Background: an optimization exercise with open tools, aiming at small area. Do not read the settings as production practice.
Only simulation tests tie the RTL to the original design; equivalence was not proved.
The flow treats the clock pin as an ideal source, which a real chip does not have.
Power is estimated from default activity; no workload was simulated.

===== flow/flow/run.sh =====
#!/bin/bash
# Standard ORFS layout with three changes: the port buffers are buf_1 cells;
# the clock tree's leaf buffers are clkbuf_8 cells, each driving up to 18
# registers, without dummy loads; and after CTS the clock buffers that drive
# other clock buffers are upsized to clkbuf_16, so the leaves see sharp edges.
# Power recovery after global routing downsizes cells off the critical paths.
set -e
cd "$(dirname "$0")/.."
export BUFFER_PORTS_ARGS="-buffer_cell sky130_fd_sc_hd__buf_1"
export RECOVER_POWER=100
export CTS_ARGS="-sink_clustering_enable -repair_clock_nets -dont_use_dummy_load -buf_list {sky130_fd_sc_hd__clkbuf_8} -sink_clustering_size 18 -sink_clustering_max_diameter 60"
bash standard.sh cts > standard_cts.log 2>&1
openroad -no_init -exit flow/upsize_tree.tcl > upsize_tree.log 2>&1
bash standard.sh > standard.log 2>&1

===== flow/flow/upsize_tree.tcl =====
# Upsize the clock buffers that drive other clock buffers to clkbuf_16,
# then legalise the placement again.
set odb orfs/results/sky130hd/conv_input_cache/base/4_cts.odb
read_db $odb
read_liberty $::env(FLOW_HOME)/platforms/sky130hd/lib/sky130_fd_sc_hd__tt_025C_1v80.lib
set n 0
foreach inst [[ord::get_db_block] getInsts] {
  set m [[$inst getMaster] getName]
  if {![string match "sky130_fd_sc_hd__clkbuf_*" $m]} continue
  set onet [[$inst findITerm X] getNet]
  if {$onet == "NULL"} continue
  set drives_buf 0
  foreach it [$onet getITerms] {
    set mm [[[$it getInst] getMaster] getName]
    if {[string match "sky130_fd_sc_hd__clkbuf_*" $mm] && [$it isInputSignal]} { set drives_buf 1 }
  }
  if {$drives_buf && $m ne "sky130_fd_sc_hd__clkbuf_16"} {
    replace_cell [$inst getName] sky130_fd_sc_hd__clkbuf_16
    incr n
  }
}
puts "upsized $n clock buffers"
detailed_placement
check_placement -verbose
write_db $odb

===== flow/standard.sh =====
#!/bin/bash
# synth_recipe.tcl (not shown) runs the flow's synth.tcl, then flattens the netlist and writes it again
# the make line also repeats each setting of config.mk as NAME=value (left out here)
make -C /OpenROAD-flow-scripts/flow DESIGN_CONFIG=/design/flow/config.mk WORK_HOME=/design/flow/orfs CLKGATE_MAP_FILE= SYNTH_SCRIPT=/design/flow/synth_recipe.tcl "${@:-finish}"

===== flow/config.mk =====
export PLATFORM = sky130hd
export DESIGN_NAME = conv_input_cache
export DESIGN_NICKNAME = conv_input_cache
export VERILOG_FILES = /design/flow/design.v
export SDC_FILE = /design/flow/constraint.sdc
export NUM_CORES = 4
export LEC_CHECK = 0
export CAP_MARGIN = 20
export CORE_MARGIN = 2
export CORE_UTILIZATION = 40
export SLEW_MARGIN = 20

===== flow/constraint.sdc =====
create_clock -name core_clock -period 4.0 [get_ports {clk}]
set_input_delay 0.8000 -clock core_clock [delete_from_list [all_inputs] [get_ports {clk}]]
set_output_delay 0.8000 -clock core_clock [all_outputs]
set_load 0.01 [all_outputs]

===== flow/design.v =====
module conv_input_cache (
	input  logic                           clk,
	input  logic                           rst_n,
	input  logic [1:0]                     cmd,
	input  logic [32-1:0]            pixel_in,
	output logic [1:0]                     ack,
	output logic [6-1:0]             rom_addr,
	output logic [(8 - 3 + 1)*32-1:0]  out_window,
	output logic                           out_valid
);
	localparam int PW = 32;
	localparam int ROW_BITS = 8 * 32;
	localparam int WB = (8 - 3 + 1) * 32;
	localparam logic [1:0] M_IDLE = 2'd0;
	localparam logic [1:0] M_PRE = 2'd1;
	localparam logic [1:0] M_SHIFT = 2'd2;
	localparam logic [1:0] M_LOAD = 2'd3;
	logic [1:0] mode;
	logic [3:0] cnt;      
	logic [2:0] tl;       
	logic [2:0] old;      
	logic [2:0] sel;      
	logic bias;           
	logic [2:0] ld, rot, en, hd;
	logic idle, shift, rd, row_done, cmd_done;
	logic [1:0] mode_n;
	logic [2:0] old_n, show, turn, ld_n, rot_n;
	assign idle = (mode == M_IDLE);
	assign shift = (mode == M_SHIFT);
	assign rd = mode[0];
	assign row_done = rd && (rom_addr[2:0] == 3'd7);
	always_comb begin
		case (mode)
			M_PRE: cmd_done = row_done && cnt[1];
			M_LOAD: cmd_done = row_done;
			M_SHIFT: cmd_done = cnt[3] && cnt[0];
			default: cmd_done = 1'b0;
		endcase
		mode_n = idle ? cmd : (cmd_done ? M_IDLE : mode);
		old_n = row_done ? {old[1:0], old[2]} : old;
		ld_n = {3{mode_n[0]}} & old_n;
	end
	always_comb begin
		show = ({3{cnt < 4'd3}} & old)
			| ({3{cnt >= 4'd3 && cnt < 4'd6}} & {old[1:0], old[2]})
			| ({3{cnt >= 4'd6 && cnt < 4'd9}} & {old[0], old[2:1]});
		turn[0] = shift && (cnt <= 4'd7);
		turn[1] = (shift && (cnt >= 4'd3)) || (tl == 3'd1);
		turn[2] = (shift && (cnt >= 4'd6)) || ((tl != 3'd0) && (tl <= 3'd4));
		rot_n = ({3{turn[0]}} & old)
			| ({3{turn[1]}} & {old[1:0], old[2]})
			| ({3{turn[2]}} & {old[0], old[2:1]});
	end
	always_ff @(posedge clk or negedge rst_n) begin
		if (!rst_n) begin
			mode <= M_IDLE;
			ack <= 2'd0;
			rom_addr <= '0;
			tl <= 3'd0;
			old <= 3'b001;
			ld <= 3'b000;
			rot <= 3'b000;
			en <= 3'b000;
			hd <= 3'b000;
		end else begin
			ack <= cmd_done ? mode : 2'd0;
			mode <= mode_n;
			if (rd)
				rom_addr <= rom_addr + 1'b1;
			if (shift && cmd_done)
				tl <= 3'd1;
			else if (tl != 3'd0)
				tl <= (tl == 3'd5) ? 3'd0 : tl + 1'b1;
			old <= old_n;
			ld <= ld_n;
			rot <= rot_n;
			en <= ld_n | rot_n;
			hd <= ~(ld_n | rot_n);
		end
	end
	always_ff @(posedge clk or negedge rst_n) begin
		if (!rst_n) begin
			cnt <= 4'd0;
			sel <= 3'b000;
		end else begin
			if (idle)
				cnt <= 4'd0;
			else if (shift || row_done)
				cnt <= cnt + 1'b1;
			sel <= shift ? show : 3'b000;
		end
	end
	logic [ROW_BITS-1:0] row0, row1, row2;
	function automatic logic [ROW_BITS-1:0] row_next(
		input logic [ROW_BITS-1:0] q,
		input logic [PW-1:0] pix,
		input logic l, r, e, h
	);
		row_next[ROW_BITS-PW-1:0] = ({(ROW_BITS-PW){e}} & q[ROW_BITS-1:PW])
			| ({(ROW_BITS-PW){h}} & q[ROW_BITS-PW-1:0]);
		row_next[ROW_BITS-1:ROW_BITS-PW] = ({PW{l}} & pix)
			| ({PW{r}} & q[PW-1:0])
			| ({PW{h}} & q[ROW_BITS-1:ROW_BITS-PW]);
	endfunction
	always_ff @(posedge clk) begin
		row0 <= row_next(row0, pixel_in, ld[0], rot[0], en[0], hd[0]);
		row1 <= row_next(row1, pixel_in, ld[1], rot[1], en[1], hd[1]);
		row2 <= row_next(row2, pixel_in, ld[2], rot[2], en[2], hd[2]);
	end
	assign bias = (tl == 3'd1);
	assign out_valid = (sel != 3'b000) || bias;
	assign out_window = ({WB{sel[0]}} & row0[WB-1:0])
		| ({WB{sel[1]}} & row1[WB-1:0])
		| ({WB{sel[2]}} & row2[WB-1:0])
		| ({WB{bias}} & {(8 - 3 + 1){32'h3F80_0000}});
endmodule

==> summary.txt, run 1 <==
Power Density 441 nW/µm²; H-tree depth 2; Avg Synthesized Cell Area 11.6 µm²; Post-route DRC 0; largest family of logic cells by synthesized area compound AO/OA/AOI/OAI gates; global-route wire length before repair 125000 µm; count of clock tree sinks 803; nets 2526; placed cells 3353; WL/cell 24.1 µm; Synth Area in Compound Gates 32.5%; WHS 0.437 ns; max incr delay on CP 2.38 ns; post-CTS sizing 0; Worst R2R Path Depth 2; Post-CTS Setup Repair Bufs 0; LEAKAGE 12.7 nW; Area Growth Syn to Fin 8.20%; Hold Startpoint row1[209]; Iteration-0 DRC Markers 3111; Final Util 43.8%; final std cells w/o fill 3416; Rows 96; IR drop worst, VDD 0.321 mV; # hold bufs at CTS 0; CTS tree done; Clock transition at path regs 0.11 ns; delay-heaviest family, CP flip-flops; initial antenna violation count 7; critical-path cell list clkbuf_2, a22o_1; I/O pins 237; fin. max-slew vios 281; Adder-Cell Fraction of Synth Area 0.269%; layout cell share with drive strength beyond 1 4.11%; #FFs+latches synth 803; Max Clk Rate 280 MHz; prevailing post-synth register cell dfxtp_1; Synth Area in XOR/XNOR 0.157%; Overflow after GRT 0; RSZ-0062 raised after global routing no; CP bufs+invs 1; Register Area 16300 µm²; die span in y 268 µm; Final Skew 0.0630 ns; R2R Setup Slk 0.43 ns; Die Wd 268 µm; maximum number of pins on one net before global-route repair 225; Global Route Usage Sum 22.0%; vias in the first global route 20100; post-DR vias/cell 6.29; synth warn 1; port bufs 236; Post-Syn Area 27900 µm²; routed via count 21500; Hold EP row1[177]; status finished with violations; Clk Latency, worst-skew pair 0.62 ns; post-detail-place hpwl 48100 µm; period utilization 89.3%; Num CTS Buffers 58; Worst EP required 4.55 ns; mux share of post-synthesis cell area 0.224%; root buffer cell clkbuf_8; Routed Antenna Nets 0; multi-input logic area 9700 µm²; CP Capture Type flop; filler instances 6445; Failing Checks max-capacitance violations, max-slew violations; Initial Util 40.5%; die area 71800 µm²; Final min period 3.57 ns; Post-synth EDFFs 0; Yosys cell types 44; hold path cells 1; Relative slew margins -99.6%; register area share after synthesis 58.3%; total power 0.0133 W; simple-gate share of the synthesized area 1.68%; Fin. Hold Viols 0; syn nets 2454; final wirelength 82300 µm; Worst EP arrival 4.12 ns; Syn Inst Count 2412; RR Endpoint row1[200]; Worst path slowest cell dfrtp_1; ys async rst share 4.36%; R2R Path Start en[1]; Clock Path Buffers 3; CP Class reg2reg; total core area 68800 µm²; Startpoint Class flop; most common cell after layout, fill and taps aside dfxtp_1; commonest non-fill, non-tap cells in the layout 768 x dfxtp_1, 675 x a22o_1, 288 x a222oi_1; final setup fails 0; Max-Cap Viols 6; Setup TNS 0 ns; Hold Path Class reg2reg; routability cong. 0.812; CP max FO 71; worst slew pin tran 2.99 ns; TritonRoute pass-1 iters 12
[state kept, by name, indices dropped and copies added, names as in the netlist]
signal / count
cnt: 4
old: 3
rom_addr: 6
mode: 2
rot: 3
sel: 3
row2: 256
ack: 2
tl: 3
en: 3
ld: 3
row0: 256
row1: 256
hd: 3
[cells in the mapped netlist (4+ instances only)]
cell type	instances	area share, %
buf_1	19	0.26
nand2b_1	5	0.11
buf_2	8	0.14
nand3b_1	5	0.13
o21ai_0	6	0.11
a222oi_1	288	10
inv_1	250	3.4
a21oi_1	7	0.13
and3b_1	6	0.19
nand2_1	53	0.71
dfrtp_1	34	3.1
a22o_1	675	21
dfxtp_1	768	55
mux2i_1	4	0.14
ha_1	6	0.27
clkbuf_1	225	3.0
nor4bb_1	4	0.14
[worst reg2reg max path, cell delays in order, from the launching register on]
cell and delay [ns]:
dfrtp_1 2.38, clkbuf_2 0.89, a22o_1 0.26
[how the worst max path moves through the flow]
stage / startpoint / endpoint / cells past startpoint
final: en[1] / row1[200] / 2
after global routing: en[1] / row1[200] / 2
after CTS: sel[0] / out_window[42] / 4
after detailed placement: sel[0] / out_window[42] / 4
after global placement: sel[0] / out_window[10] / 4
after floorplan: sel[2] / out_window[119] / 4
[final cells by class]
type	instances	area share [%]
clock buffer	58	2.83
timing repair buffer	266	4.06
antenna	3	0.0249
sequential	803	54.0
inverter	250	3.11
tap	931	3.86
multi-input combinational	1105	32.1
[power breakdown]
group | total (W) | internal [W] | leakage (nW) | switching (W)
logic | 0.00107 | 0.000380 | 5.58 | 0.000694
clock network | 0.00392 | 0.00142 | 0.443 | 0.00250
registers | 0.00831 | 0.00813 | 6.64 | 0.000176
total | 0.0133 | 0.00993 | 12.7 | 0.00337
[metrics by stage]
step,setup WS (ns),instance area (µm²)
global route,0.169,30200
global placement,1.11,29300
floorplan,2.00,27900
finish,0.426,30200
detailed placement,1.11,29300
CTS,0.370,30100
[per-layer routing]
layer | vias up | global-route usage (%) | wire length (µm)
met3 | 132 | 4.87 | 7260
met5 | - | 0 | 60
met2 | 952 | 34.3 | 37500
met4 | 10 | 6.37 | 2050
li1 | 9579 | - | -
met1 | 10800 | 30.6 | 35400
[cell families after synthesis]
kind of cell,Yosys count
DFF,803
AOI/OAI and AO/OA,997
adders and majority gates,6
xor gates and xnor gates,5
buffers and inverters,504
and+or+nand+nor,91
muxes,6
==> run 2: changes to the inputs <==
--- a/flow/flow/run.sh
+++ b/flow/flow/run.sh
@@ -5,3 +5,2 @@
 # other clock buffers are upsized to clkbuf_16, so the leaves see sharp edges.
-# Power recovery after global routing downsizes cells off the critical paths.
 set -e
@@ -9,3 +8,2 @@
 export BUFFER_PORTS_ARGS="-buffer_cell sky130_fd_sc_hd__buf_1"
-export RECOVER_POWER=100
 export CTS_ARGS="-sink_clustering_enable -repair_clock_nets -dont_use_dummy_load -buf_list {sky130_fd_sc_hd__clkbuf_8} -sink_clustering_size 18 -sink_clustering_max_diameter 60"
==> run 2 against run 1 <==
The run now finishes clean. Combinational power is essentially flat. Fmax grew 1.1%. Count of clock-buffer cells in the layout is the same. Synthesized area is the same. Highest routed layer unchanged.
==> summary.txt, run 2 <==
#FFs+latches synth 803 (unchanged); Iteration-0 DRC Markers 3397 (+9.2%); Final Cell Area 30300 µm² (+0.29%); Die Wd 268 µm (unchanged); root buffer cell clkbuf_8; filler instances 6438 (-0.11%); Final min period 3.54 ns (-0.0374 ns); total core area 68800 µm² (unchanged); Clock Path Buffers 3 (unchanged); die span in y 268 µm (unchanged); Max-Cap Viols 0 (-6); P_sw 0.00338 W (about the same); Pint 0.00993 W (about the same); maximum number of pins on one net before global-route repair 225 (unchanged); initial antenna violation count 7 (unchanged); Final Skew 0.0628 ns (-0.000239 ns); LEAKAGE 12.7 nW (+0.30%); Adder-Cell Fraction of Synth Area 0.269% (unchanged); Area Growth Syn to Fin 8.51%; most common cell after layout, fill and taps aside dfxtp_1; simple-gate share of the synthesized area 1.68% (unchanged); Hold Path Class in2async; # hold bufs at CTS 0 (unchanged); global-route wire length before repair 125000 µm (unchanged); routability cong. 0.812 (unchanged); CP Class reg2out; Reg power frac 62.4% (about the same); TritonRoute pass-1 iters 8 (-4); Rows 96 (unchanged); Num CTS Buffers 58 (unchanged); layout cell share with drive strength beyond 1 4.67% (+0.56 points); Register Area 16300 µm² (about the same); fin. max-slew vios 0 (-100%); Avg Synthesized Cell Area 11.6 µm² (unchanged); Synth Area in XOR/XNOR 0.157% (unchanged); CTS tree done; Comb pwr share 8.1% (about the same); count of clock tree sinks 803 (unchanged); Clk Latency, worst-skew pair 0.62 ns (about the same); final wirelength 82200 µm (-0.14%); Power Density 440 nW/µm² (-0.25%); final setup fails 0 (unchanged); Clock transition at path regs 0.11 ns (about the same); Max Clk Rate 283 MHz (+1.1%); Overflow after GRT 0 (unchanged); post-DR vias/cell 6.31 (+0.28%); placed instance area 29300 µm² (unchanged); register area share after synthesis 58.3% (unchanged); Fin. Hold Viols 0 (unchanged); Startpoint Class flop; pre-CTS setup slack 1.11 ns (unchanged); largest family of logic cells by synthesized area compound AO/OA/AOI/OAI gates; Initial Util 40.5% (unchanged); synth warn 1 (unchanged); WHS 0.325 ns (-0.112 ns); Worst EP arrival 2.74 ns (-1.38 ns); top cells by area, synth dfxtp_1 55%, a22o_1 21%, a222oi_1 10%; Post-CTS Setup Repair Bufs 0 (unchanged); ys async rst share 4.36% (unchanged); nets 2526 (unchanged); RSZ-0062 raised after global routing no; die area 71800 µm² (unchanged); WL/cell 24.1 µm (-0.11%); routed via count 21500 (+0.25%); H-tree depth 2 (unchanged); Relative slew margins 21.0% (+120 points); status timing/DRC/antenna clean; clock network fraction of total power 29.4% (about the same); port bufs 236 (unchanged); syn nets 2454 (unchanged); CP Capture Type output port; worst slew pin tran 1.18 ns (-1.81 ns); commonest non-fill, non-tap cells in the layout 768 x dfxtp_1, 675 x a22o_1, 288 x a222oi_1; Setup TNS 0 ns (unchanged); most numerous cell in the Yosys netlist dfxtp_1; I/O pins 237 (unchanged); post-detail-place hpwl 48100 µm (unchanged); Final WS setup 0.464 ns (+0.0374 ns); period utilization 88.4% (-0.93 points); Routed Antenna Nets 0 (unchanged); Synth Area in Compound Gates 32.5% (unchanged); Global Route Usage Sum 22.0% (unchanged); Syn Inst Count 2412 (unchanged); mux share of post-synthesis cell area 0.224% (unchanged); Largest regs row0 (256), row1 (256), row2 (256); multi-input logic area 9720 µm² (+0.19%); post-CTS sizing 0 (unchanged); Final Util 44.0% (+0.13 points); Post-Syn Area 27900 µm² (unchanged); Post-route DRC 0 (unchanged); prevailing post-synth register cell dfxtp_1; Yosys cell types 44 (unchanged); sw frac 25.4% (about the same); synth cell count leaders 768 x dfxtp_1, 675 x a22o_1, 288 x a222oi_1; vias in the first global route 20100 (unchanged); Post-synth EDFFs 0 (unchanged); IR drop worst, VDD 0.320 mV (-0.31%); Worst EP required 3.20 ns (-1.35 ns); area share of the largest cell type after synthesis 55.1% (unchanged); top cell type by total area after synthesis dfxtp_1; CP max FO 53 (-25%)
-- run 2: cell types whose count changed in the layout (fill, tap and decap cells not counted), moves of 4 or more --
cell / previous run / this run
dfrtp_1: 24 / 19
clkbuf_2: 5 / 1
clkbuf_1: 14 / 0
buf_1: 227 / 235
buf_4: 8 / 17
-- run 2: power groups by stage --
| stage | sequential [W] | clock [W] | combinational (W) |
|---|---|---|---|
| after global routing | 0.00834 | 0.00432 | 0.00122 |
| after floorplan | 0.00842 | 0 | 0.000717 |
| final | 0.00831 | 0.00392 | 0.00108 |
| after global placement | 0.00847 | 0 | 0.00106 |
| after detailed placement | 0.00849 | 0 | 0.00109 |
| after CTS | 0.00830 | 0.00391 | 0.00110 |
-- run 2: critical path, cell delays in order, from the launching register on --
cell	delay, ns
dfrtp_4	0.89
buf_4	0.61
a222oi_1	0.22
inv_1	0.12
buf_1	0.25
-- run 2: layout make-up --
type	count	area share (%)
diodes	2	0.0165
inverters	250	3.10
repair buffers	266	4.24
flip-flops and latches	803	53.9
multi-input cells	1105	32.1
well taps	931	3.85
clock buffers	58	2.82
-- run 2: stage by stage --
step | total power (W) | std cells
3_3_place_gp | 0.00953 | 3353
6_report | 0.0133 | 3415
5_1_grt | 0.0139 | 3414
3_5_place_dp | 0.00958 | 3353
4_1_cts | 0.0133 | 3411
2_1_floorplan | 0.00914 | 2412
-- run 2: final timing paths --
check	to	startpoint	slack, ns	cells past startpoint
setup / recovery	out_window[133]	sel[0]	0.46	4
hold / removal	tl[0]	rst_n	0.32	1
setup reg to reg	hd[2]	rom_addr[0]	1.92	5
hold reg to reg	row1[177]	row1[209]	0.44	1
max in group asynchronous	hd[0]	rst_n	3.02	1
min in group core_clock	row1[177]	row1[209]	0.44	1
-- run 2: logic make-up (layout without fill, tap and decap cells) --
logic type / Yosys count / count (layout)
AOI/OAI and AO/OA: 997 / 997
xor gates and xnor gates: 5 / 5
adders and majority gates: 6 / 6
buffers and inverters: 504 / 574
DFF: 803 / 803
muxes: 6 / 6
other: 0 / 2
and+or+nand+nor: 91 / 91
-- run 2: routing by layer --
metal / GRT usage, % / part of all wire [%] / wire, µm / vias to the layer above
li1: - / - / - / 9574
met4: 6.37 / 2.5 / 2090 / 12
met5: 0 / 0.090 / 74 / -
met1: 30.6 / 43 / 35100 / 10800
met3: 4.87 / 9.1 / 7500 / 140
met2: 34.3 / 45 / 37400 / 1013
==> run 3: changes to the inputs <==
--- a/flow/flow/run.sh
+++ b/flow/flow/run.sh
@@ -4,3 +4,4 @@
 # registers, without dummy loads; and after CTS the clock buffers that drive
-# other clock buffers are upsized to clkbuf_16, so the leaves see sharp edges.
+# other clock buffers are upsized to clkbuf_16, so the leaves see sharp edges,
+# and large signal buffers on high-fanout nets are downsized where they can be.
 set -e
--- a/flow/flow/upsize_tree.tcl
+++ b/flow/flow/upsize_tree.tcl
@@ -1,3 +1,4 @@
 # Upsize the clock buffers that drive other clock buffers to clkbuf_16,
-# then legalise the placement again.
+# downsize the large signal buffers that placement put on the high-fanout
+# nets where slew, load and setup slack allow, then legalise the placement.
 set odb orfs/results/sky130hd/conv_input_cache/base/4_cts.odb
@@ -22,2 +23,50 @@
 puts "upsized $n clock buffers"
+
+read_sdc orfs/results/sky130hd/conv_input_cache/base/4_cts.sdc
+source $::env(FLOW_HOME)/platforms/sky130hd/setRC.tcl
+set_propagated_clock [all_clocks]
+estimate_parasitics -placement
+puts "before: slew viol [sta::max_slew_violation_count] cap viol [sta::max_capacitance_violation_count] wns [sta::worst_slack -max]"
+# Downsize non-clock buffers where the driven net keeps a slew under 1 ns,
+# the load stays under 80% of the cell's max capacitance, and setup slack
+# stays above 0.2 ns (placement parasitics).
+proc net_ok {inst} {
+  set ok 1
+  foreach p [get_pins -of_objects [get_cells $inst] -filter "direction==output"] {
+    set net [get_nets -of_objects $p]
+    foreach q [get_pins -of_objects $net] {
+      foreach prop {slew_max_rise slew_max_fall} {
+        set s [get_property $q $prop]
+        if {$s > 1.0e-9 && $s > 1.0} { set ok 0 }
+        if {$s > 1.0 && $s < 1e3} { set ok 0 }
+      }
+    }
+  }
+  return $ok
+}
+set cands {}
+foreach inst [get_cells *] {
+  set m [get_property $inst ref_name]
+  if {[regexp {^sky130_fd_sc_hd__buf_(6|8|12|16)$} $m]} { lappend cands [get_full_name $inst] }
+}
+puts "candidates [llength $cands]"
+set saved 0
+foreach inst $cands {
+  set orig [get_property [get_cells $inst] ref_name]
+  set done 0
+  foreach cand {sky130_fd_sc_hd__buf_4 sky130_fd_sc_hd__buf_6 sky130_fd_sc_hd__buf_8} {
+    if {$done} break
+    if {$cand eq $orig} break
+    replace_cell $inst $cand
+    estimate_parasitics -placement
+    if {[net_ok $inst] && [sta::max_slew_violation_count] == 0 && [sta::max_capacitance_violation_count] == 0 && [sta::worst_slack -max] > 0.25} {
+      puts "$inst $orig -> $cand"
+      set done 1
+    } else {
+      replace_cell $inst $orig
+    }
+  }
+}
+estimate_parasitics -placement
+puts "after: slew viol [sta::max_slew_violation_count] cap viol [sta::max_capacitance_violation_count] wns [sta::worst_slack -max]"
 detailed_placement
==> run 3 against run 2 <==
Sequential power hardly changed. Synthesized cell count stayed put. Register-to-register slack worse by 0.17 ns. Power hardly changed. Largest cell class unchanged. Global-route usage hardly changed. Critical path depth stayed put. Largest power group unchanged. Routed wire length hardly changed. Via count is 0.28% lower. Non-clock buffer count is 1 lower. Critical endpoint is now out_window[13].
==> summary.txt, run 3 <==
status timing/DRC/antenna clean; R2R Setup Slk 1.75 ns (-0.17 ns); die area 71800 µm² (unchanged); IR drop worst, VDD 0.319 mV (-0.12%); CP max FO 79 (+49%); synth warn 1 (unchanged); M2 GR Usage 34.3% (unchanged); Post-route DRC 0 (unchanged); register area share after synthesis 58.3% (unchanged); CP Class reg2out; Clock transition at path regs 0.11 ns (about the same); met3 Resource Use GR 4.87% (unchanged); final wirelength 82200 µm (about the same); nets 2525 (-0.040%); Relative slew margins 19.8% (-1.2 points); Die Wd 268 µm (unchanged); port bufs 236 (unchanged); Yosys cell types 44 (unchanged); simple-gate share of the synthesized area 1.68% (unchanged); routed via count 21500 (-0.28%); Clk Latency, worst-skew pair 0.62 ns (about the same); die span in y 268 µm (unchanged); post-detail-place hpwl 48100 µm (unchanged); ys async rst share 4.36% (unchanged); I/O pins 237 (unchanged); Routed Antenna Nets 0 (unchanged); most common cell after layout, fill and taps aside dfxtp_1; post-DR vias/cell 6.29 (-0.28%); synth cell count leaders 768 x dfxtp_1, 675 x a22o_1, 288 x a222oi_1; top cell type by total area after synthesis dfxtp_1; Worst EP arrival 2.98 ns (+0.24 ns); fin. max-slew vios 0 (unchanged); Max-Cap Viols 0 (unchanged); GRT Max-Usage Layer met2; filler instances 6457 (+0.30%); Syn Inst Count 2412 (unchanged); # hold bufs at CTS 0 (unchanged); Final min period 3.78 ns (+0.242 ns); top cells by area, synth dfxtp_1 55%, a22o_1 21%, a222oi_1 10%; largest family of logic cells by synthesized area compound AO/OA/AOI/OAI gates; CTS tree done; commonest non-fill, non-tap cells in the layout 768 x dfxtp_1, 675 x a22o_1, 288 x a222oi_1; area share of the largest cell type after synthesis 55.1% (unchanged); Final Skew 0.0645 ns (+0.00164 ns); syn nets 2454 (unchanged); Register Area 16300 µm² (unchanged); Rows 96 (unchanged); LEAKAGE 12.7 nW (-0.34%); total core area 68800 µm² (unchanged); Synth Area in Compound Gates 32.5% (unchanged); Fin. Hold Viols 0 (unchanged); final setup fails 0 (unchanged); initial antenna violation count 7 (unchanged); Avg Synthesized Cell Area 11.6 µm² (unchanged); WHS 0.319 ns (-0.00583 ns); multi-input logic area 9720 µm² (unchanged); Largest regs row0 (256), row1 (256), row2 (256); Setup TNS 0 ns (unchanged); global-route wire length before repair 125000 µm (about the same); WL/cell 24.1 µm (about the same); Adder-Cell Fraction of Synth Area 0.269% (unchanged); Post-CTS Setup Repair Bufs 0 (unchanged); Global Route Usage Sum 22.0% (about the same); CP Capture Type output port; Max Clk Rate 265 MHz (-6.4%); most numerous cell in the Yosys netlist dfxtp_1; Post-synth EDFFs 0 (unchanged); pre-CTS setup slack 1.11 ns (unchanged); post-CTS sizing 0 (unchanged); #FFs+latches synth 803 (unchanged); Hold Path Class in2async; worst slew pin tran 1.20 ns (+0.0177 ns); Final WS setup 0.222 ns (-0.242 ns); H-tree depth 2 (unchanged); root buffer cell clkbuf_8; prevailing post-synth register cell dfxtp_1; Initial Util 40.5% (unchanged); period utilization 94.5% (+6.0 points); vias in the first global route 20100 (-0.0099%); mux share of post-synthesis cell area 0.224% (unchanged); RSZ-0062 raised after global routing no; met1 Usage GRT 30.6% (about the same); TritonRoute pass-1 iters 10 (+2); Startpoint Class flop; Area Growth Syn to Fin 8.10%; Synth Area in XOR/XNOR 0.157% (unchanged); Num CTS Buffers 58 (unchanged); Overflow after GRT 0 (unchanged); Clock Path Buffers 3 (unchanged); Post-Syn Area 27900 µm² (unchanged); Iteration-0 DRC Markers 3215 (-5.4%); routability cong. 0.812 (unchanged); count of clock tree sinks 803 (unchanged); layout cell share with drive strength beyond 1 4.64% (-0.038 points); Power Density 442 nW/µm² (+0.41%); maximum number of pins on one net before global-route repair 225 (unchanged); Worst EP required 3.20 ns (about the same)
==> run 3: cell counts after synthesis <==
No cell type changed its count.
==> run 3: final cells by class <==
cell class                      instances  share of cell area, %
Timing Repair Buffer                  265                   3.86
Clock buffer                           58                   2.84
Multi-Input combinational cell       1105                   32.2
Sequential cell                       803                   54.1
Inverter                              250                   3.11
Antenna cell                            3                 0.0249
Tap cell                              931                   3.87
==> run 3: metal layers <==
metal  vias to the layer above  share of wire (%)
met4                        10                2.5
li1                       9581                  -
met3                       138                9.1
met5                         -              0.073
met1                     10800                 43
met2                       964                 46
==> run 3: cells by family after synthesis <==
| kind of cell | Yosys count |
|---|---|
| DFF | 803 |
| buffers and inverters | 504 |
| and+or+nand+nor | 91 |
| muxes | 6 |
| xor gates and xnor gates | 5 |
| AOI/OAI and AO/OA | 997 |
| adders and majority gates | 6 |
==> run 3: through the flow <==
step,cell area (µm²),util (%),power [W],std cells
final,30100,43.8,0.0133,3415
after global routing,30100,43.8,0.0139,3413
after CTS,30100,43.8,0.0133,3411
after detailed placement,29300,42.6,0.00958,3353
after global placement,29300,42.6,0.00953,3353
after floorplan,27900,-,0.00914,2412
==> run 3: critical path, cell delays in order, from the launching register on <==
cell	delay (ns)
dfrtp_4	1.13
buf_6	0.62
a222oi_1	0.27
inv_1	0.12
buf_1	0.16
==> run 3: worst paths after layout <==
kind                       depth (start not counted)              to       from
setup reg to reg                                   2       row0[209]      en[0]
max in group asynchronous                          1           hd[2]      rst_n
setup / recovery                                   4  out_window[13]     sel[2]
min in group core_clock                            1       row1[177]  row1[209]
hold reg to reg                                    1       row1[177]  row1[209]
hold / removal                                     1           tl[0]      rst_n
==> run 3: power by group <==
| group | total [W] | internal (W) | switching (W) |
|---|---|---|---|
| logic | 0.00108 | 0.000383 | 0.000701 |
| registers | 0.00831 | 0.00813 | 0.000176 |
| clock network | 0.00392 | 0.00142 | 0.00250 |
| total | 0.0133 | 0.00993 | 0.00338 |
==> run 4: changes to the inputs <==
--- a/flow/flow/upsize_tree.tcl
+++ b/flow/flow/upsize_tree.tcl
@@ -29,5 +29,5 @@
 puts "before: slew viol [sta::max_slew_violation_count] cap viol [sta::max_capacitance_violation_count] wns [sta::worst_slack -max]"
-# Downsize non-clock buffers where the driven net keeps a slew under 1 ns,
-# the load stays under 80% of the cell's max capacitance, and setup slack
-# stays above 0.2 ns (placement parasitics).
+# Downsize non-clock buffers where every pin of the driven net keeps a slew
+# under 1 ns, no max-slew or max-capacitance limit is broken, and setup slack
+# stays above 0.25 ns (placement parasitics).
 proc net_ok {inst} {
@@ -38,5 +38,3 @@
       foreach prop {slew_max_rise slew_max_fall} {
-        set s [get_property $q $prop]
-        if {$s > 1.0e-9 && $s > 1.0} { set ok 0 }
-        if {$s > 1.0 && $s < 1e3} { set ok 0 }
+        if {[get_property $q $prop] > 1.0} { set ok 0 }
       }
==> run 4 against run 3 <==
Still clean on timing, DRC and antenna. Register-to-register slack hardly changed. Flip-flop and latch count unchanged. Utilization stayed put. Fmax stayed put. Worst hold slack did not move. Via count unchanged. Sequential share of layout area is the same. Die area unchanged. Highest routed layer unchanged.
==> summary.txt, run 4 <==
filler instances 6457 (unchanged); R2R Path Start en[0]; H-tree depth 2 (unchanged); Final Skew 0.0645 ns (unchanged); CP max FO 79 (unchanged); CP Capture Type output port; Yosys cell types 44 (unchanged); Routed Antenna Nets 0 (unchanged); Largest regs row0 (256), row1 (256), row2 (256); fin. max-slew vios 0 (unchanged); most common cell after layout, fill and taps aside dfxtp_1; Worst path slowest cell dfrtp_4; Final WS setup 0.222 ns (unchanged); Relative slew margins 19.8% (unchanged); final std cells w/o fill 3415 (unchanged); final wirelength 82200 µm (unchanged); layout cell share with drive strength beyond 1 4.64% (unchanged); Clock Path Buffers 3 (unchanged); P_sw 0.00338 W (unchanged); LEAKAGE 12.7 nW (unchanged); GRT Max-Usage Layer met2; nets 2525 (unchanged); worst slew pin tran 1.20 ns (unchanged); placed cells 3353 (unchanged); Max Clk Rate 265 MHz (unchanged); Final min period 3.78 ns (unchanged); I/O pins 237 (unchanged); Global Route Usage Sum 22.0% (unchanged); routability cong. 0.812 (unchanged); RSZ-0062 raised after global routing no; initial antenna violation count 7 (unchanged); Post-CTS Setup Repair Bufs 0 (unchanged); post-DR vias/cell 6.29 (unchanged); top cell type by total area after synthesis dfxtp_1; vias in the first global route 20100 (unchanged); M2 GR Usage 34.3% (unchanged); Max-Cap Viols 0 (unchanged); Worst EP arrival 2.98 ns (about the same); post-detail-place hpwl 48100 µm (unchanged); CP bufs+invs 3 (unchanged); Post-synth EDFFs 0 (unchanged); Power Density 442 nW/µm² (unchanged); Clock transition at path regs 0.11 ns (about the same); Hold Path Class in2async; delay-heaviest family, CP flip-flops; root buffer cell clkbuf_8; Pint 0.00993 W (unchanged); global-route wire length before repair 125000 µm (unchanged); Syn Inst Count 2412 (unchanged); R2R Setup Slk 1.75 ns (about the same); Num CTS Buffers 58 (unchanged); # hold bufs at CTS 0 (unchanged); met3 Resource Use GR 4.87% (unchanged); total core area 68800 µm² (unchanged); TritonRoute pass-1 iters 10 (unchanged); Fin. Hold Viols 0 (unchanged); area share of the largest cell type after synthesis 55.1% (unchanged); commonest non-fill, non-tap cells in the layout 768 x dfxtp_1, 675 x a22o_1, 288 x a222oi_1; Area Growth Syn to Fin 8.10% (unchanged); met1 Usage GRT 30.6% (unchanged); routed via count 21500 (unchanged); RR Endpoint row0[209]; synth cell count leaders 768 x dfxtp_1, 675 x a22o_1, 288 x a222oi_1; Reg power frac 62.4% (about the same); Overflow after GRT 0 (unchanged); WL/cell 24.1 µm (unchanged); Worst EP required 3.20 ns (about the same); #FFs+latches synth 803 (unchanged); pre-CTS setup slack 1.11 ns (unchanged); Setup TNS 0 ns (unchanged); Die Wd 268 µm (unchanged); max incr delay on CP 1.13 ns (about the same); period utilization 94.5% (unchanged); WHS 0.319 ns (unchanged); Post-route DRC 0 (unchanged); Rows 96 (unchanged); synth warn 1 (unchanged); die span in y 268 µm (unchanged); critical-path cell list buf_6, a222oi_1, inv_1, buf_1; die area 71800 µm² (unchanged); Avg Synthesized Cell Area 11.6 µm² (unchanged); Iteration-0 DRC Markers 3215 (unchanged); syn nets 2454 (unchanged); Worst R2R Path Depth 2 (unchanged); prevailing post-synth register cell dfxtp_1; Initial Util 40.5% (unchanged); maximum number of pins on one net before global-route repair 225 (unchanged); status timing/DRC/antenna clean; top cells by area, synth dfxtp_1 55%, a22o_1 21%, a222oi_1 10%; port bufs 236 (unchanged); CTS tree done; Clk Latency, worst-skew pair 0.62 ns (about the same); placed instance area 29300 µm² (unchanged); clock network fraction of total power 29.5% (about the same); Comb pwr share 8.1% (about the same); sw frac 25.4% (unchanged); most numerous cell in the Yosys netlist dfxtp_1; Startpoint Class flop; final setup fails 0 (unchanged); CP Class reg2out; Post-Syn Area 27900 µm² (unchanged); Final Cell Area 30100 µm² (unchanged); ys async rst share 4.36% (unchanged); register area share after synthesis 58.3% (unchanged); IR drop worst, VDD 0.319 mV (unchanged); post-CTS sizing 0 (unchanged); count of clock tree sinks 803 (unchanged)
-- run 4: worst register-to-register path: cells and delay by family (launching register included) --
kind / cells / cell delay (ns)
buf+inv: 1 / 0.69
flops: 1 / 1.18
compound gates: 1 / 0.28
-- run 4: area by class of cell --
| class | count | area, µm² | share of cell area, % |
|---|---|---|---|
| clock buffers | 58 | 855 | 2.84 |
| repair buffers | 265 | 1160 | 3.86 |
| flip-flops and latches | 803 | 16300 | 54.1 |
| multi-input cells | 1105 | 9720 | 32.2 |
| inverters | 250 | 938 | 3.11 |
| well taps | 931 | 1160 | 3.87 |
| diodes | 3 | 7.51 | 0.0249 |
-- run 4: per-stage QoR --
stage / utilization, % / power, W
floorplan: - / 0.00914
detailed placement: 42.6 / 0.00958
finish: 43.8 / 0.0133
CTS: 43.8 / 0.0133
global route: 43.8 / 0.0139
global placement: 42.6 / 0.00953
-- run 4: cells by family after synthesis --
| group | synth area share (%) |
|---|---|
| muxes | 0.224 |
| and+or+nand+nor | 1.68 |
| DFF | 58.3 |
| adders and majority gates | 0.269 |
| AOI/OAI and AO/OA | 32.5 |
| buffers and inverters | 6.86 |
| xor gates and xnor gates | 0.157 |
-- run 4: how the worst max path moves through the flow --
stage          startpoint  cells past startpoint  slack, ns               to
3_3_place_gp       sel[0]                      4       1.11   out_window[10]
6_report           sel[2]                      4       0.22   out_window[13]
4_1_cts            sel[0]                      4       0.37   out_window[42]
2_1_floorplan      sel[2]                      4       2.00  out_window[119]
3_5_place_dp       sel[0]                      4       1.11   out_window[42]
5_1_grt            sel[2]                      4       0.09   out_window[94]
-- run 4: power by group through the flow --
stage	Combinational, W	Sequential [W]	Clock, W
after floorplan	0.000717	0.00842	0
after global placement	0.00106	0.00847	0
after detailed placement	0.00109	0.00849	0
after CTS	0.00110	0.00830	0.00391
after global routing	0.00122	0.00834	0.00432
final	0.00108	0.00831	0.00392
-- run 4: metal layers --
| metal | up-vias | wire [µm] |
|---|---|---|
| met2 | 964 | 37500 |
| met3 | 138 | 7500 |
| met4 | 10 | 2070 |
| met5 | - | 60 |
| li1 | 9581 | - |
| met1 | 10800 | 35100 |
==> run 5: changes to the inputs <==
--- a/flow/flow/run.sh
+++ b/flow/flow/run.sh
@@ -5,3 +5,4 @@
 # other clock buffers are upsized to clkbuf_16, so the leaves see sharp edges,
-# and large signal buffers on high-fanout nets are downsized where they can be.
+# and signal cells (first the large buffers on high-fanout nets) are downsized
+# where slew, load and setup slack allow.
 set -e
--- a/flow/flow/upsize_tree.tcl
+++ b/flow/flow/upsize_tree.tcl
@@ -2,3 +2,4 @@
 # downsize the large signal buffers that placement put on the high-fanout
-# nets where slew, load and setup slack allow, then legalise the placement.
+# nets, and then every other signal cell, where slew, load and setup slack
+# allow, then legalise the placement.
 set odb orfs/results/sky130hd/conv_input_cache/base/4_cts.odb
@@ -69,2 +70,33 @@
 puts "after: slew viol [sta::max_slew_violation_count] cap viol [sta::max_capacitance_violation_count] wns [sta::worst_slack -max]"
+# Then try smaller drive strengths of the same cell for every other signal
+# cell (not clock buffers), with the same checks.
+set lib_cells {}
+foreach lc [get_lib_cells sky130_fd_sc_hd__tt_025C_1v80/*] { lappend lib_cells [get_name $lc] }
+set cands {}
+foreach inst [get_cells *] {
+  set m [get_property $inst ref_name]
+  if {[string match "*clkbuf*" $m] || [string match "*clkinv*" $m]} continue
+  if {[regexp {^(sky130_fd_sc_hd__[a-z0-9]+)_([0-9]+)$} $m -> base drive] && $drive > 1} {
+    lappend cands [list [get_full_name $inst] $m $base $drive]
+  }
+}
+puts "cell candidates [llength $cands]"
+foreach c $cands {
+  lassign $c inst orig base drive
+  foreach d {0 1 2 4 6 8} {
+    if {$d >= $drive} break
+    set cand ${base}_$d
+    if {[lsearch -exact $lib_cells $cand] < 0} continue
+    replace_cell $inst $cand
+    estimate_parasitics -placement
+    if {[net_ok $inst] && [sta::max_slew_violation_count] == 0 && [sta::max_capacitance_violation_count] == 0 && [sta::worst_slack -max] > 0.25} {
+      puts "$inst $orig -> $cand"
+      break
+    } else {
+      replace_cell $inst $orig
+    }
+  }
+}
+estimate_parasitics -placement
+puts "after cells: slew viol [sta::max_slew_violation_count] cap viol [sta::max_capacitance_violation_count] wns [sta::worst_slack -max]"
 detailed_placement
--- a/flow/config.mk
+++ b/flow/config.mk
@@ -9,3 +9,3 @@
 export CORE_MARGIN = 2
-export CORE_UTILIZATION = 40
+export CORE_UTILIZATION = 60
 export SLEW_MARGIN = 20
==> run 5 against run 4 <==
Still clean. Die area decreased by 33%. Critical path depth unchanged. Routed wire length down 5.2%. Synthesized area did not move. Clock skew shrank 0.021 ns. Critical path type unchanged. Critical endpoint is now out_window[40].
==> summary.txt, run 5 <==
Final Cell Area 29600 µm² (-1.8%); final setup fails 0 (unchanged); syn nets 2454 (unchanged); Post-route DRC 0 (unchanged); filler instances 3642 (-44%); Num CTS Buffers 52 (-10%); count of clock tree sinks 803 (unchanged); #FFs+latches synth 803 (unchanged); period utilization 91.2% (-3.2 points); most numerous cell in the Yosys netlist dfxtp_1; area share of the largest cell type after synthesis 55.1% (unchanged); IR drop worst, VDD 0.505 mV (+58%); CP Capture Type output port; Max-Cap Viols 0 (unchanged); CP max FO 60 (-24%); total power 0.0131 W (-2.0%); Power Density 441 nW/µm² (-0.18%); Iteration-0 DRC Markers 3311 (+3.0%); routability cong. 0.848 (+4.4%); Area Growth Syn to Fin 6.17%; Register Area 16300 µm² (about the same); Startpoint Class flop; Largest regs row0 (256), row1 (256), row2 (256); initial antenna violation count 6 (-1); Relative slew margins 31.1% (+11 points); Max Clk Rate 274 MHz (+3.5%); Avg Synthesized Cell Area 11.6 µm² (unchanged); placed instance area 29000 µm² (-1.3%); WHS 0.287 ns (-0.0319 ns); port bufs 236 (unchanged); post-detail-place hpwl 46100 µm (-4.1%); Rows 78 (-19%); Post-Syn Area 27900 µm² (unchanged); register area share after synthesis 58.3% (unchanged); # hold bufs at CTS 0 (unchanged); Worst EP arrival 2.85 ns (-0.13 ns); Setup TNS 0 ns (unchanged); Overflow after GRT 0 (unchanged); CTS tree done; Die Wd 220 µm (-18%); status timing/DRC/antenna clean; global-route wire length before repair 120000 µm (-3.9%); Final Skew 0.0432 ns (-0.0213 ns); CP Class reg2out; post-CTS sizing 0 (unchanged); Worst EP required 3.20 ns (about the same); Hold Path Class in2async; post-DR vias/cell 6.99 (+11%); Final min period 3.65 ns (-0.129 ns); synth cell count leaders 768 x dfxtp_1, 675 x a22o_1, 288 x a222oi_1; Post-synth EDFFs 0 (unchanged); Yosys cell types 44 (unchanged); multi-input logic area 9690 µm² (-0.24%); prevailing post-synth register cell dfxtp_1; fin. max-slew vios 0 (unchanged); ys async rst share 4.36% (unchanged); final wirelength 78000 µm (-5.2%); vias in the first global route 20200 (+0.41%); routed via count 21600 (+0.30%); Global Route Usage Sum 31.4% (+9.4 points); die span in y 220 µm (-18%); RSZ-0062 raised after global routing no; nets 2524 (-0.040%); TritonRoute pass-1 iters 8 (-2); Post-CTS Setup Repair Bufs 0 (unchanged); WL/cell 25.3 µm (+5.1%); die area 48200 µm² (-33%); layout cell share with drive strength beyond 1 3.83% (-0.80 points); root buffer cell clkbuf_8; Fin. Hold Viols 0 (unchanged); Clock Path Buffers 3 (unchanged); Initial Util 61.2% (+21 points); most common cell after layout, fill and taps aside dfxtp_1; worst slew pin tran 1.03 ns (-0.170 ns); I/O pins 237 (unchanged); Clock transition at path regs 0.10 ns (about the same); LEAKAGE 12.6 nW (-0.18%); Routed Antenna Nets 0 (unchanged); Final Util 64.9% (+21 points); Clk Latency, worst-skew pair 0.59 ns (-0.03 ns); total core area 45600 µm² (-34%); top cells by area, synth dfxtp_1 55%, a22o_1 21%, a222oi_1 10%; top cell type by total area after synthesis dfxtp_1; H-tree depth 2 (unchanged); Syn Inst Count 2412 (unchanged); maximum number of pins on one net before global-route repair 162 (-28%); synth warn 1 (unchanged); commonest non-fill, non-tap cells in the layout 768 x dfxtp_1, 675 x a22o_1, 288 x a222oi_1
[run 5: layer usage]
metal / up-vias / global-route usage [%] / routed length (µm)
met5: - / 0 / 31
met4: 6 / 11.5 / 2570
met3: 142 / 5.73 / 7190
met2: 1091 / 48.5 / 35700
met1: 10800 / 44.2 / 32500
li1: 9557 / - / -
[run 5: worst paths after layout]
path,endpoint,slack [ns],cells past startpoint,startpoint
max,out_window[40],0.35,4,sel[0]
min,rom_addr[1],0.29,1,rst_n
max reg2reg,row0[246],1.65,3,hd[0]
min reg2reg,row0[186],0.46,1,row0[218]
max in group asynchronous,sel[1],3.10,1,rst_n
min in group core_clock,row0[186],0.46,1,row0[218]
[run 5: worst max-delay path, cell delays in order, from the launching register on]
cell and delay, ns:
dfrtp_4 0.95, buf_2 0.70, a222oi_1 0.30, inv_1 0.11, buf_1 0.17
[run 5: cell families (layout without fill, tap and decap cells)]
kind of cell               after synthesis  after routing  synth area share (%)
DFF                                    803            803                  58.3
adders and majority gates                6              6                 0.269
buffers and inverters                  504            572                  6.86
AOI/OAI and AO/OA                      997            997                  32.5
xor gates and xnor gates                 5              5                 0.157
other                                    0              3                     0
and+or+nand+nor                         91             91                  1.68
muxes                                    6              6                 0.224
[run 5: area by class of cell]
class                   count  share of cell area (%)
flip-flops and latches    803                    55.0
multi-input cells        1105                    32.7
repair buffers            270                    3.93
inverters                 250                    3.17
clock buffers              52                    2.61
well taps                 600                    2.54
diodes                      3                  0.0254
[run 5: where the power goes]
group	switching (W)	internal, W	total [W]
clock	0.00240	0.00129	0.00369
sequential	0.000176	0.00813	0.00830
combinational	0.000690	0.000367	0.00106
total	0.00326	0.00979	0.0131
[run 5: metrics by stage]
stage	instances	setup slack, ns
5_1_grt	3081	0.241
4_1_cts	3079	0.309
6_report	3083	0.351
2_1_floorplan	2412	2.00
3_3_place_gp	3027	1.10
3_5_place_dp	3027	1.10
==> run 6: changes to the inputs <==
--- a/flow/config.mk
+++ b/flow/config.mk
@@ -9,3 +9,3 @@
 export CORE_MARGIN = 2
-export CORE_UTILIZATION = 60
+export CORE_UTILIZATION = 40
 export SLEW_MARGIN = 20
==> run 6 against run 5 <==
Highest routed layer unchanged. Die area is 49% higher. Critical path type unchanged. Synthesized cell count is the same. First-iteration DRC count is 3.0% lower. Clock skew rose by 0.021 ns. Still clean. Largest cell class unchanged. Sequential share of layout area down 0.82 points. Synthesized area unchanged. Cell count rose by 11%. Non-clock buffer count shrank 5.
==> summary.txt, run 6 <==
Rows 96 (+23%); die area 71800 µm² (+49%); TritonRoute pass-1 iters 10 (+2); IR drop worst, VDD 0.320 mV (-37%); Area Growth Syn to Fin 7.86%; nets 2525 (+0.040%); Routed Antenna Nets 0 (unchanged); Max-Cap Viols 0 (unchanged); met3 Resource Use GR 4.87% (-0.86 points); most common cell after layout, fill and taps aside dfxtp_1; Worst path slowest cell dfrtp_4; die span in y 268 µm (+22%); GRT Max-Usage Layer met2; I/O pins 237 (unchanged); Final Skew 0.0639 ns (+0.0207 ns); initial antenna violation count 7 (+1); post-CTS sizing 0 (unchanged); M2 GR Usage 34.3% (-14 points); count of clock tree sinks 803 (unchanged); Avg Synthesized Cell Area 11.6 µm² (unchanged); synth cell count leaders 768 x dfxtp_1, 675 x a22o_1, 288 x a222oi_1; post-DR vias/cell 6.30 (-9.9%); total core area 68800 µm² (+51%); Num CTS Buffers 58 (+12%); top cell type by total area after synthesis dfxtp_1; syn nets 2454 (unchanged); root buffer cell clkbuf_8; critical-path cell list buf_6, a222oi_1, inv_1, buf_1; vias in the first global route 20200 (-0.29%); layout cell share with drive strength beyond 1 4.07% (+0.24 points); maximum number of pins on one net before global-route repair 225 (+39%); routability cong. 0.812 (-4.2%); Hold Path Class in2async; port bufs 236 (unchanged); Pint 0.00992 W (+1.3%); Final min period 3.75 ns (+0.105 ns); LEAKAGE 12.6 nW (about the same); Power Density 442 nW/µm² (+0.21%); RSZ-0062 raised after global routing no; Clock Path Buffers 3 (unchanged); Worst EP required 3.20 ns (about the same); Overflow after GRT 0 (unchanged); # hold bufs at CTS 0 (unchanged); Reg power frac 62.5% (-1.1 points); CP max FO 79 (+32%); CP bufs+invs 3 (unchanged); Setup TNS 0 ns (unchanged); Max Clk Rate 266 MHz (-2.8%); ys async rst share 4.36% (unchanged); WL/cell 24.0 µm (-5.0%); Clock transition at path regs 0.11 ns (about the same); post-detail-place hpwl 48100 µm (+4.3%); Post-route DRC 0 (unchanged); met1 Usage GRT 30.6% (-14 points); CP Capture Type output port; P_sw 0.00337 W (+3.3%); Post-CTS Setup Repair Bufs 0 (unchanged); Worst EP arrival 2.95 ns (+0.10 ns); register area share after synthesis 58.3% (unchanged); final wirelength 82100 µm (+5.3%); Die Wd 268 µm (+22%); placed cells 3353 (+11%); routed via count 21500 (-0.19%); Global Route Usage Sum 22.0% (-9.4 points); Largest regs row0 (256), row1 (256), row2 (256); synth warn 1 (unchanged); Comb pwr share 7.9% (-0.2 points); Initial Util 40.5% (-21 points); most numerous cell in the Yosys netlist dfxtp_1; period utilization 93.8% (+2.6 points); Startpoint Class flop; filler instances 6462 (+77%); worst slew pin tran 1.20 ns (+0.168 ns); CP Class reg2out; Iteration-0 DRC Markers 3213 (-3.0%); area share of the largest cell type after synthesis 55.1% (unchanged); sw frac 25.4% (+0.37 points); status timing/DRC/antenna clean; fin. max-slew vios 0 (unchanged); Yosys cell types 44 (unchanged); Post-synth EDFFs 0 (unchanged); max incr delay on CP 1.13 ns (+0.18 ns); #FFs+latches synth 803 (unchanged); global-route wire length before repair 125000 µm (+4.1%); Fin. Hold Viols 0 (unchanged); Post-Syn Area 27900 µm² (unchanged); Clk Latency, worst-skew pair 0.62 ns (+0.03 ns); Syn Inst Count 2412 (unchanged); CTS tree done; Relative slew margins 20.0% (-11 points); commonest non-fill, non-tap cells in the layout 768 x dfxtp_1, 675 x a22o_1, 288 x a222oi_1; clock network fraction of total power 29.6% (+1.3 points); H-tree depth 2 (unchanged); final setup fails 0 (unchanged); prevailing post-synth register cell dfxtp_1; top cells by area, synth dfxtp_1 55%, a22o_1 21%, a222oi_1 10%; delay-heaviest family, CP flip-flops; final std cells w/o fill 3415 (+11%)
-- run 6: changes by cell type in the layout (fill, tap and decap cells not counted) --
cell,previous run,this run
clkbuf_8,47,53
dfrtp_1,26,20
dfrtp_2,2,6
buf_2,17,14
buf_4,8,6
dfrtp_4,6,8
buf_1,235,236
buf_6,6,5
-- run 6: cells by family (layout without fill, tap and decap cells) --
| logic type | count (synthesis) | in the layout | synth area share, % |
|---|---|---|---|
| mux | 6 | 6 | 0.224 |
| buf+inv | 504 | 573 | 6.86 |
| xor+xnor | 5 | 5 | 0.157 |
| other cells | 0 | 3 | 0 |
| fa+ha+maj | 6 | 6 | 0.269 |
| simple gates | 91 | 91 | 1.68 |
| flops | 803 | 803 | 58.3 |
| compound gates | 997 | 997 | 32.5 |
-- run 6: through the flow --
stage               total power (W)  hold WS, ns  cell area [µm²]  utilization, %  setup slack, ns
CTS                          0.0133        0.222            30100            43.8            0.370
finish                       0.0133        0.322            30100            43.7            0.246
detailed placement          0.00958        0.453            29300            42.6             1.11
floorplan                   0.00914        0.434            27900               -             2.00
global placement            0.00953        0.448            29300            42.6             1.11
global route                 0.0138        0.366            30100            43.7           0.0951
-- run 6: routing by layer --
layer  part of all wire, %  routed length [µm]
met2                    46               37500
met4                   2.5                2080
met5                 0.073                  60
met1                    43               35000
met3                   9.0                7420
-- run 6: final cells by class --
cell class,instances,area [µm²],share of cell area (%)
Antenna cell,3,7.51,0.0250
Clock buffer,58,855,2.84
Inverter,250,938,3.12
Multi-Input combinational cell,1105,9690,32.2
Sequential cell,803,16300,54.2
Tap cell,931,1160,3.87
Timing Repair Buffer,265,1120,3.74
-- run 6: worst reg2reg max path, delay by kind of cell, from the launching register on --
kind | cells | cell delay (ns)
flip-flops | 1 | 1.18
buffers and inverters | 1 | 0.68
AO/OA/AOI/OAI | 1 | 0.28
-- run 6: path summary, 6_finish.rpt --
kind	cells after the start	from	to	slack (ns)
worst min-delay path	1	rst_n	tl[0]	0.32
min in group core_clock	1	row0[213]	row0[181]	0.44
worst max register to register	2	en[0]	row0[209]	1.77
worst min register to register	1	row0[213]	row0[181]	0.44
worst max-delay path	4	sel[2]	out_window[13]	0.25
max in group asynchronous	1	rst_n	hd[2]	3.02
-- run 6: power groups by stage --
stage	registers (W)	clock network (W)	logic, W
4_1_cts	0.00830	0.00391	0.00110
5_1_grt	0.00833	0.00432	0.00119
2_1_floorplan	0.00842	0	0.000717
3_5_place_dp	0.00849	0	0.00109
3_3_place_gp	0.00847	0	0.00106
6_report	0.00830	0.00393	0.00106
==> run 7: changes to the inputs <==
--- a/flow/config.mk
+++ b/flow/config.mk
@@ -9,3 +9,3 @@
 export CORE_MARGIN = 2
-export CORE_UTILIZATION = 40
+export CORE_UTILIZATION = 70
 export SLEW_MARGIN = 20
==> run 7 against run 6 <==
Largest cell class unchanged. Combinational power decreased by 7%. Via count increased by 1.3%. Utilization up 31 points. Setup slack lost 0.072 ns. Count of clock-buffer cells in the layout down 7. Design area fell by 2.0%. Sequential share of layout area up 1.1 points. Largest power group unchanged. Non-clock buffer count is 7 higher. Flip-flop and latch count unchanged.
==> summary.txt, run 7 <==
status timing/DRC/antenna clean; Startpoint Class flop; Global Route Usage Sum 34.8% (+13 points); count of clock tree sinks 803 (unchanged); LEAKAGE 12.6 nW (-0.38%); most numerous cell in the Yosys netlist dfxtp_1; delay-heaviest family, CP flip-flops; Largest regs row0 (256), row1 (256), row2 (256); Avg Synthesized Cell Area 11.6 µm² (unchanged); Yosys cell types 44 (unchanged); R2R Path Start hd[1]; Setup TNS 0 ns (unchanged); clock network fraction of total power 28.2% (-1.4 points); Worst EP arrival 3.03 ns (+0.08 ns); root buffer cell clkbuf_8; CP Capture Type output port; synth cell count leaders 768 x dfxtp_1, 675 x a22o_1, 288 x a222oi_1; vias in the first global route 20200 (+0.36%); P_sw 0.00317 W (-5.9%); Post-synth EDFFs 0 (unchanged); Syn Inst Count 2412 (unchanged); port bufs 236 (unchanged); Initial Util 70.5% (+30 points); worst slew pin tran 1.15 ns (-0.0501 ns); IR drop worst, VDD 0.449 mV (+40%); critical-path cell list buf_4, a222oi_1, inv_1, buf_1; Clock Path Buffers 3 (unchanged); CP Class reg2out; maximum number of pins on one net before global-route repair 121 (-46%); Rows 73 (-24%); RSZ-0062 raised after global routing no; Area Growth Syn to Fin 5.74%; routed via count 21800 (+1.3%); prevailing post-synth register cell dfxtp_1; commonest non-fill, non-tap cells in the layout 768 x dfxtp_1, 675 x a22o_1, 288 x a222oi_1; Fin. Hold Viols 0 (unchanged); area share of the largest cell type after synthesis 55.1% (unchanged); Reg power frac 64.2% (+1.7 points); H-tree depth 2 (unchanged); Pint 0.00977 W (-1.5%); #FFs+latches synth 803 (unchanged); Max-Cap Viols 0 (unchanged); die span in y 204 µm (-24%); Worst R2R Path Depth 3 (+1); Die Wd 204 µm (-24%); Final min period 3.83 ns (+0.0724 ns); initial antenna violation count 5 (-2); Routed Antenna Nets 0 (unchanged); crit path from sel[0]; max incr delay on CP 1.08 ns (-0.05 ns); final setup fails 0 (unchanged); TritonRoute pass-1 iters 11 (+1); CP max FO 75 (-5.1%); Final Util 74.5% (+31 points); Hold Path Class in2async; layout cell share with drive strength beyond 1 3.79% (-0.28 points); Register Area 16300 µm² (about the same); placed cells 2954 (-12%); Worst EP required 3.20 ns (about the same); Overflow after GRT 0 (unchanged); post-detail-place hpwl 44700 µm (-7.2%); Comb pwr share 7.7% (-0.2 points); total core area 39500 µm² (-43%); Clk Latency, worst-skew pair 0.57 ns (-0.05 ns); final std cells w/o fill 3010 (-12%); Clock transition at path regs 0.10 ns (about the same); R2R Setup Slk 1.10 ns (-0.67 ns); Post-Syn Area 27900 µm² (unchanged); CTS tree done; Max Clk Rate 261 MHz (-1.9%); Post-route DRC 0 (unchanged); Worst path depth 4 (unchanged); nets 2525 (unchanged); I/O pins 237 (unchanged); WHS 0.310 ns (-0.0126 ns); multi-input logic area 9690 µm² (unchanged); post-DR vias/cell 7.24 (+15%); Relative slew margins 23.3% (+3.3 points); Final Skew 0.0390 ns (-0.0248 ns); register area share after synthesis 58.3% (unchanged); routability cong. 0.922 (+13%); # hold bufs at CTS 0 (unchanged); filler instances 2779 (-57%); sw frac 24.5% (-0.86 points); Iteration-0 DRC Markers 3965 (+23%); top cells by area, synth dfxtp_1 55%, a22o_1 21%, a222oi_1 10%; post-CTS sizing 0 (unchanged); ys async rst share 4.36% (unchanged); Worst path slowest cell dfrtp_4; Num CTS Buffers 51 (-12%); synth warn 1 (unchanged); fin. max-slew vios 0 (unchanged); Power Density 439 nW/µm² (-0.67%); syn nets 2454 (unchanged); final wirelength 75000 µm (-8.7%); most common cell after layout, fill and taps aside dfxtp_1; period utilization 95.7% (+1.8 points); global-route wire length before repair 116000 µm (-7.0%); top cell type by total area after synthesis dfxtp_1; CP bufs+invs 3 (unchanged); WL/cell 24.9 µm (+3.6%); die area 41400 µm² (-42%); Post-CTS Setup Repair Bufs 0 (unchanged)
## run 7: cell counts after synthesis
No cell type changed its count.
## run 7: layout make-up
type	count	share of cell area, %
Antenna cell	4	0.0340
Clock buffer	51	2.57
Inverter	250	3.18
Multi-Input combinational cell	1105	32.9
Sequential cell	803	55.2
Tap cell	525	2.23
Timing Repair Buffer	272	3.87
## run 7: metrics by stage
stage	area (µm²)	total power [W]	worst slack, ns
floorplan	27900	0.00914	2.00
global placement	29000	0.00945	1.13
global route	29500	0.0134	0.103
finish	29500	0.0129	0.174
CTS	29700	0.0129	0.326
detailed placement	29000	0.00949	1.07
## run 7: routing by layer
layer  vias up  wire length, µm  track usage (%)
li1       9558                -                -
met1     10800            31100             49.3
met2      1233            34200             53.6
met3       169             7000             6.06
met4         2             2680             13.5
met5         -               13                0
## run 7: final timing paths
kind	end
min reg2reg	rom_addr[5]
min in group core_clock	rom_addr[5]
min	tl[2]
max	out_window[9]
max in group asynchronous	en[2]
max reg2reg	row1[119]
## run 7: cells by family (layout without fill, tap and decap cells)
| logic type | count (synthesis) | in the layout | synth area share, % |
|---|---|---|---|
| DFF | 803 | 803 | 58.3 |
| and+or+nand+nor | 91 | 91 | 1.68 |
| adders and majority gates | 6 | 6 | 0.269 |
| xor gates and xnor gates | 5 | 5 | 0.157 |
| other | 0 | 4 | 0 |
| buffers and inverters | 504 | 573 | 6.86 |
| muxes | 6 | 6 | 0.224 |
| AOI/OAI and AO/OA | 997 | 997 | 32.5 |
## run 7: power by group through the flow
stage	Combinational [W]	Sequential, W	Clock [W]
after global placement	0.000979	0.00847	0
after global routing	0.00111	0.00833	0.00395
final	0.000991	0.00830	0.00364
after detailed placement	0.00101	0.00848	0
after floorplan	0.000717	0.00842	0
after CTS	0.00102	0.00830	0.00354
==> run 8: changes to the inputs <==
--- a/flow/flow/run.sh
+++ b/flow/flow/run.sh
@@ -2,3 +2,3 @@
 # Standard ORFS layout with three changes: the port buffers are buf_1 cells;
-# the clock tree's leaf buffers are clkbuf_8 cells, each driving up to 18
+# the clock tree's leaf buffers are clkbuf_8 cells, each driving up to 20
 # registers, without dummy loads; and after CTS the clock buffers that drive
@@ -10,3 +10,3 @@
 export BUFFER_PORTS_ARGS="-buffer_cell sky130_fd_sc_hd__buf_1"
-export CTS_ARGS="-sink_clustering_enable -repair_clock_nets -dont_use_dummy_load -buf_list {sky130_fd_sc_hd__clkbuf_8} -sink_clustering_size 18 -sink_clustering_max_diameter 60"
+export CTS_ARGS="-sink_clustering_enable -repair_clock_nets -dont_use_dummy_load -buf_list {sky130_fd_sc_hd__clkbuf_8} -sink_clustering_size 20 -sink_clustering_max_diameter 60"
 bash standard.sh cts > standard_cts.log 2>&1
--- a/flow/config.mk
+++ b/flow/config.mk
@@ -9,3 +9,3 @@
 export CORE_MARGIN = 2
-export CORE_UTILIZATION = 70
+export CORE_UTILIZATION = 60
 export SLEW_MARGIN = 20
==> run 8 against run 7 <==
Critical endpoint is now out_window[40]. Still clean on timing, DRC and antenna. Global-route usage shrank 3.4 points. Largest cell class unchanged. Count of clock-buffer cells in the layout shrank 2. Largest power group unchanged. Combinational power grew 7%. Design area grew 0.27%.
==> summary.txt, run 8 <==
CTS tree done; Iteration-0 DRC Markers 3254 (-18%); syn nets 2454 (unchanged); CP Class reg2out; final setup fails 0 (unchanged); I/O pins 237 (unchanged); Num CTS Buffers 49 (-3.9%); die area 48200 µm² (+16%); period utilization 91.9% (-3.8 points); Pint 0.00973 W (-0.42%); die span in y 220 µm (+7.9%); Post-route DRC 0 (unchanged); Area Growth Syn to Fin 6.03%; Largest regs row0 (256), row1 (256), row2 (256); Clk Latency, worst-skew pair 0.59 ns (+0.02 ns); most common cell after layout, fill and taps aside dfxtp_1; Global Route Usage Sum 31.4% (-3.4 points); Worst EP required 3.20 ns (about the same); initial antenna violation count 5 (unchanged); status timing/DRC/antenna clean; total power 0.0130 W (+0.37%); layout cell share with drive strength beyond 1 3.71% (-0.075 points); sw frac 25.1% (+0.60 points); Routed Antenna Nets 0 (unchanged); post-CTS sizing 0 (unchanged); count of clock tree sinks 803 (unchanged); Rows 78 (+6.8%); maximum number of pins on one net before global-route repair 162 (+34%); Final Cell Area 29600 µm² (+0.27%); register area share after synthesis 58.3% (unchanged); Hold Path Class in2async; routed wl met2 36200 µm (+5.9%); H-tree depth 2 (unchanged); ys async rst share 4.36% (unchanged); Power Density 439 nW/µm² (+0.10%); P_sw 0.00326 W (+2.8%); area share of the largest cell type after synthesis 55.1% (unchanged); Yosys cell types 44 (unchanged); Comb pwr share 8.2% (+0.5 points); root buffer cell clkbuf_8; Fin. Hold Viols 0 (unchanged); clock network fraction of total power 27.9% (-0.3 points); top cells by area, synth dfxtp_1 55%, a22o_1 21%, a222oi_1 10%; Max-Cap Viols 0 (unchanged); Final min period 3.67 ns (-0.152 ns); synth cell count leaders 768 x dfxtp_1, 675 x a22o_1, 288 x a222oi_1; Die Wd 220 µm (+7.9%); Reg power frac 64.0% (-0.2 points); total core area 45600 µm² (+15%); Clock transition at path regs 0.11 ns (about the same); TritonRoute pass-1 iters 9 (-2); Setup TNS 0 ns (unchanged); # hold bufs at CTS 0 (unchanged); WL met3 6470 µm (-7.5%); Syn Inst Count 2412 (unchanged); nets 2521 (-0.16%); Max Used Layer met5; Startpoint Class flop; CP max FO 60 (-20%); RSZ-0062 raised after global routing no; commonest non-fill, non-tap cells in the layout 768 x dfxtp_1, 675 x a22o_1, 288 x a222oi_1; routed via count 21500 (-1.2%); WL/cell 25.4 µm (+1.9%); post-detail-place hpwl 46100 µm (+3.3%); Post-CTS Setup Repair Bufs 0 (unchanged); synth warn 1 (unchanged); worst slew pin tran 1.04 ns (-0.106 ns); routability cong. 0.848 (-8.0%); Register Area 16300 µm² (about the same); most numerous cell in the Yosys netlist dfxtp_1; Clock Path Buffers 3 (unchanged); Post-Syn Area 27900 µm² (unchanged); Initial Util 61.2% (-9.3 points); placed instance area 29000 µm² (about the same); wire length on met1 33200 µm (+6.9%); filler instances 3643 (+31%); Overflow after GRT 0 (unchanged); multi-input logic area 9690 µm² (unchanged); fin. max-slew vios 0 (unchanged); top cell type by total area after synthesis dfxtp_1; vias in the first global route 20100 (-0.51%); post-DR vias/cell 6.99 (-3.5%); #FFs+latches synth 803 (unchanged); port bufs 236 (unchanged); Worst EP arrival 2.87 ns (-0.16 ns); CP Capture Type output port; IR drop worst, VDD 0.505 mV (+12%); Final Skew 0.0313 ns (-0.00777 ns); Post-synth EDFFs 0 (unchanged); prevailing post-synth register cell dfxtp_1; global-route wire length before repair 120000 µm (+3.4%); Relative slew margins 30.4% (+7.1 points); LEAKAGE 12.6 nW (+0.13%); Avg Synthesized Cell Area 11.6 µm² (unchanged); Max Clk Rate 272 MHz (+4.1%); final wirelength 78200 µm (+4.3%)
[run 8: cell counts after synthesis]
No cell type changed its count.
[run 8: cell type report]
| type | instances | area share, % |
|---|---|---|
| inverters | 250 | 3.17 |
| flip-flops and latches | 803 | 55.1 |
| repair buffers | 270 | 3.93 |
| diodes | 4 | 0.0339 |
| clock buffers | 49 | 2.47 |
| multi-input cells | 1105 | 32.8 |
| well taps | 600 | 2.54 |
[run 8: logic make-up after synthesis]
group	count (synthesis)	share of synthesized area, %
AOI/OAI and AO/OA	997	32.5
xor gates and xnor gates	5	0.157
adders and majority gates	6	0.269
buffers and inverters	504	6.86
DFF	803	58.3
muxes	6	0.224
and+or+nand+nor	91	1.68
[run 8: per-stage QoR]
step	hold slack [ns]	instances	util [%]	setup WS, ns
after global placement	0.449	3027	63.5	1.10
after detailed placement	0.453	3027	63.5	1.10
after floorplan	0.434	2412	-	2.00
after CTS	0.218	3076	65.0	0.353
final	0.297	3081	64.9	0.326
after global routing	0.361	3078	64.8	0.266
[run 8: routing by layer]
layer / vias up / global-route usage, %
met5: - / 0
met4: 4 / 10.5
met1: 10800 / 44.5
met2: 1041 / 49.3
li1: 9550 / -
met3: 129 / 4.73
[run 8: path summary, 6_finish.rpt]
path                            slack (ns)              to  cells after the start       from
worst min register to register        0.45       row0[212]                      1  row0[244]
worst max register to register        1.66       row2[199]                      2      en[2]
min in group core_clock               0.45       row0[212]                      1  row0[244]
worst min-delay path                  0.30     rom_addr[1]                      1      rst_n
max in group asynchronous             3.07          sel[2]                      1      rst_n
worst max-delay path                  0.33  out_window[40]                      4     sel[0]
[run 8: power by group through the flow]
stage	clock, W	combinational (W)	sequential [W]
after global routing	0.00397	0.00118	0.00834
after global placement	0	0.00105	0.00847
final	0.00362	0.00106	0.00831
after detailed placement	0	0.00108	0.00849
after CTS	0.00356	0.00109	0.00830
after floorplan	0	0.000717	0.00842
[run 8: critical path, stage by stage (launching register included)]
cell	delay, ns
dfrtp_4	0.95
buf_2	0.71
a222oi_1	0.32
inv_1	0.12
buf_1	0.17

Re-timed with assumed drivers on the ports (clkbuf_16 on the clock, buf_2 on other inputs), run 8 has 0.262 ns of setup slack against 0.326 ns with ideal ports, and 0.906 ns once port delays also move by the mid clock arrival of 0.645 ns.
